Context: an optimization exercise on an open-source flow, tuned for a short achievable clock period and few clock cycles. The choices shown serve that exercise and are no tape-out recipe. In this exercise RTL edits were held to simulation tests only and were not proved equivalent to the original. Power and IR drop assume default switching activity.

## red
// riscv_pipe_top
module riscv_pipe_top (
    input  logic                clk,
    input  logic                rst,
    output logic [32-1:0] imem_addr,
    input  logic [32-1:0] imem_data,
    output logic [32-1:0] dmem_addr,
    output logic                dmem_read,
    output logic                dmem_write,
    output logic [32-1:0] dmem_wdata,
    input  logic [32-1:0] dmem_rdata
);
    localparam int BTB_IDX = 5;            
    localparam int BTB_TAG = 4;
    localparam int BTB_TGT = 12;           
    localparam int BTB_N   = 1 << BTB_IDX;
    localparam logic [6:0] OPC_OP     = 7'b0110011;
    localparam logic [6:0] OPC_OP_IMM = 7'b0010011;
    localparam logic [6:0] OPC_LOAD   = 7'b0000011;
    localparam logic [6:0] OPC_STORE  = 7'b0100011;
    localparam logic [6:0] OPC_BRANCH = 7'b1100011;
    localparam logic [6:0] OPC_LUI    = 7'b0110111;
    logic [31:0]        pc;
    logic               if_id_valid;
  ...
==> flow/config.mk <==
export PLATFORM = sky130hd
export DESIGN_NAME = riscv_pipe_top
export DESIGN_NICKNAME = riscv_pipe_top
export VERILOG_FILES = /design/flow/design.v
export SDC_FILE = /design/flow/constraint.sdc
export NUM_CORES = 4
export LEC_CHECK = 0
export ABC_CLOCK_PERIOD_IN_PS = 3000
export CAP_MARGIN = 20
export CELL_PAD_IN_SITES_DETAIL_PLACEMENT = 2
export CELL_PAD_IN_SITES_GLOBAL_PLACEMENT = 2
export CORE_MARGIN = 2
export CORE_UTILIZATION = 30
export SLEW_MARGIN = 20
export TNS_END_PERCENT = 100
==> flow/constraint.sdc <==
create_clock -name core_clock -period 11.0 [get_ports {clk}]
set_input_delay 2.2000 -clock core_clock [delete_from_list [all_inputs] [get_ports {clk}]]
set_output_delay 2.2000 -clock core_clock [all_outputs]
set_load 0.01 [all_outputs]
standard.sh (not shown) runs the stock make flow with config.mk's settings and CLKGATE_MAP_FILE= SYNTH_SCRIPT=/design/flow/synth_recipe.tcl, a recipe that flattens the netlist after the stock synthesis.
==> flow/flow/run.sh <==
#!/bin/bash
# The standard layout (standard.sh, unchanged synthesis), with repair_timing
# told to keep setup slack well above zero so the achieved period shrinks.
# The make run's full output (every ORFS step's tool output) goes to standard_flow.log;
# each step's own log is also under orfs/logs/.
set -uo pipefail
bash standard.sh SETUP_SLACK_MARGIN=7.5 finish > standard_flow.log 2>&1
In summary, red completed successfully, with a layout that passed the timing, design-rule and antenna checks.
Testbench counts of red, summed over its fixed seeds: cycles 102,292.
--- input diff red..blue ---
--- a/flow/design.v
+++ b/flow/design.v
@@ -94,18 +94,16 @@
     logic               id_ex_fb_alu, id_ex_fb_ld;    
     logic               id_ex_fs_alu, id_ex_fs_ld;    
     logic               id_ex_sub;
     logic               id_ex_op_add, id_ex_op_sll, id_ex_op_sr, id_ex_op_slt, id_ex_op_sltu;
     logic               id_ex_op_xor, id_ex_op_or, id_ex_op_and;
     logic               id_ex_sra;
     logic               id_ex_br_eq, id_ex_br_lt, id_ex_br_ltu, id_ex_br_inv;
     logic               id_ex_pred;
-    logic               id_ex_zok;        
-    logic               id_ex_zero;       
     logic               id_ex_pgood;
     logic [31:0]        id_ex_pc4;
     logic [31:0]        id_ex_tgt;
     logic [31:0]        id_ex_pc;
     logic               id_ex_hit;
     logic [1:0]         id_ex_cnt;
     logic               ex_mem_load;
     logic               ex_mem_store;
@@ -198,71 +196,52 @@
     always_comb begin
         if (ex_mem_we && ex_mem_rd == d_rs1)      d_v1 = d_mem_val;
         else if (mem_wb_we && mem_wb_rd == d_rs1) d_v1 = mem_wb_val;
         else                                      d_v1 = rf_rs1;
         if (ex_mem_we && ex_mem_rd == d_rs2)      d_v2 = d_mem_val;
         else if (mem_wb_we && mem_wb_rd == d_rs2) d_v2 = mem_wb_val;
         else                                      d_v2 = rf_rs2;
     end
-    logic [31:0] d_za, d_zb;
-    logic        d_zok, d_zero;
-    logic        d_br_z, d_cond_z;
-    assign d_za   = d_is_lui ? 32'b0 : d_v1;
-    assign d_zb   = d_is_lui ? d_imm_u : d_is_opi ? d_imm_i : d_v2;
-    assign d_zok  = (d_is_lui || (d_is_opi && d_f3 == 3'b000) || (d_is_op && d_f3 == 3'b000 && !if_id_inst[30])) &&
-                    !(d_use1 && d_ex1 && !kill_ex) && !(d_is_op && d_use2 && d_ex2 && !kill_ex);
-    assign d_zero = ~|((d_za ^ d_zb) ^ {d_za[30:0] | d_zb[30:0], 1'b0});
-    assign d_br_z   = d_is_br && d_f3[2:1] == 2'b00 && id_ex_we && id_ex_zok && !kill_ex &&
-                      ((d_rs2 == 5'd0 && d_rs1 == id_ex_rd) || (d_rs1 == 5'd0 && d_rs2 == id_ex_rd));
-    assign d_cond_z = id_ex_zero ^ d_f3[0];
     always_comb begin
         id_redirect    = 1'b0;
         id_redirect_pc = d_tgt;
         d_pred         = if_id_pred;
         d_tgt_ok       = (if_id_ptgt == d_tgt[31:1]);
         if (if_id_valid && !d_is_br && if_id_pred) begin
             id_redirect    = 1'b1;                
             id_redirect_pc = d_pc4;
             d_pred         = 1'b0;
-        end else if (d_br_z && d_cond_z != if_id_pred) begin
-            id_redirect    = 1'b1;                
-            id_redirect_pc = d_cond_z ? d_tgt : d_pc4;
-            d_pred         = d_cond_z;
-            d_tgt_ok       = 1'b1;
-        end else if (d_is_br && !d_br_z && !if_id_hit && if_id_inst[31]) begin
+        end else if (d_is_br && !if_id_hit && if_id_inst[31]) begin
             id_redirect    = 1'b1;                
             d_pred         = 1'b1;
             d_tgt_ok       = 1'b1;
         end
     end
     logic [31:0] x_a, x_b, x_s;
     logic [32:0] x_sum;
     logic        x_eq, x_lt, x_ltu;
     logic [31:0] x_sll, x_sr;
     logic [31:0] x_res;
     logic        x_cond;
     always_comb begin
         x_a = id_ex_fa_ld ? dmem_rdata : id_ex_fa_alu ? ex_mem_res : id_ex_a;
         x_b = id_ex_fb_ld ? dmem_rdata : id_ex_fb_alu ? ex_mem_res : id_ex_b;
         x_s = id_ex_fs_ld ? dmem_rdata : id_ex_fs_alu ? ex_mem_res : id_ex_s;
     end
-    logic [31:0] x_s0;
-    logic        x_c0;
     ks_add32 i_add (
-        .a    (x_a ^ {32{id_ex_sub}}),
-        .b    (x_b),
-        .cin  (1'b0),
-        .sum  (x_s0),
-        .cout (x_c0)
+        .a    (x_a),
+        .b    (x_b ^ {32{id_ex_sub}}),
+        .cin  (id_ex_sub),
+        .sum  (x_sum[31:0]),
+        .cout (x_sum[32])
     );
-    assign x_sum = {x_c0, x_s0 ^ {32{id_ex_sub}}};
     assign x_eq  = (x_a == x_b);
-    assign x_ltu = x_c0;
-    assign x_lt  = (x_a[31] ^ x_b[31]) ? x_a[31] : !x_s0[31];
+    assign x_ltu = !x_sum[32];
+    assign x_lt  = (x_a[31] ^ x_b[31]) ? x_a[31] : x_sum[31];
     assign x_sll = x_a << x_b[4:0];
     assign x_sr  = $signed({id_ex_sra & x_a[31], x_a}) >>> x_b[4:0];
     assign x_res = ({32{id_ex_op_add}}  & x_sum[31:0])
                  | ({32{id_ex_op_sll}}  & x_sll)
                  | ({32{id_ex_op_sr}}   & x_sr)
                  | ({32{id_ex_op_slt}}  & {31'b0, x_lt})
                  | ({32{id_ex_op_sltu}} & {31'b0, x_ltu})
                  | ({32{id_ex_op_xor}}  & (x_a ^ x_b))
@@ -342,18 +321,16 @@
         id_ex_op_or   <= (d_is_op || d_is_opi) && d_f3 == 3'b110;
         id_ex_op_and  <= (d_is_op || d_is_opi) && d_f3 == 3'b111;
         id_ex_sra     <= if_id_inst[30];
         id_ex_br_eq   <= d_f3[2:1] == 2'b00;
         id_ex_br_lt   <= d_f3[2:1] == 2'b10;
         id_ex_br_ltu  <= d_f3[2:1] == 2'b11;
         id_ex_br_inv  <= d_f3[0] && d_f3[2:1] != 2'b01;
         id_ex_pred    <= d_pred;
-        id_ex_zok     <= d_zok;
-        id_ex_zero    <= d_zero;
         id_ex_pgood   <= d_pred && d_tgt_ok;
         id_ex_pc4     <= d_pc4;
         id_ex_tgt     <= d_tgt;
         id_ex_pc      <= if_id_pc;
         id_ex_hit     <= if_id_hit;
         id_ex_cnt     <= if_id_cnt;
     end
     always_ff @(posedge clk or posedge rst) begin
Results
Total power: blue above red
Compared with red, blue shows a lower fraction of area in multi-input gates.
Diff red -> blue: final cell count now sits lower; instance count of the mapped netlist now sits lower; horizontal extent of the die now sits lower.
As of blue, number of DRC markers in iteration 0 had fallen by a little under 10% compared to red.
Of red and blue, the higher stage delay of the slowest cell on the critical path belongs to red.
As far as register bit total from synthesis is concerned, red and blue perform about the same.
Testbench counts of blue, summed over its fixed seeds: cycles 103,700.

## static timing again, ports no longer ideal
How much do the figures lean on ideal ports? The routed layouts below were timed once more, with nothing changed but the port constraints.
Step 1 assumes that a clkbuf_16 drives the clock port and a buf_2 every other input.
Step 2 also shifts input and output timing later by t, the mid clock arrival at the registers, as if the neighbouring blocks saw the same clock.
a / b / c = no drivers / after step 1 / after step 2; a / b = the first two.
| run | shift t [ns] | setup slack, ns | worst hold slack (ns) | clock arrival spread, ns |
|---|---|---|---|---|
| red | 1.008 | 6.501 / 6.509 / 5.540 | 0.289 / 0.289 / 0.289 | 0.127 / 0.127 |
| blue | 1.020 | 6.476 / 6.487 / 5.467 | 0.277 / 0.277 / 0.277 | 0.128 / 0.128 |
After both steps every run listed still meets setup and hold. For blue, which loses most, drivers alone change the setup slack by +0.011 ns; drivers and shift together by -1.009 ns.
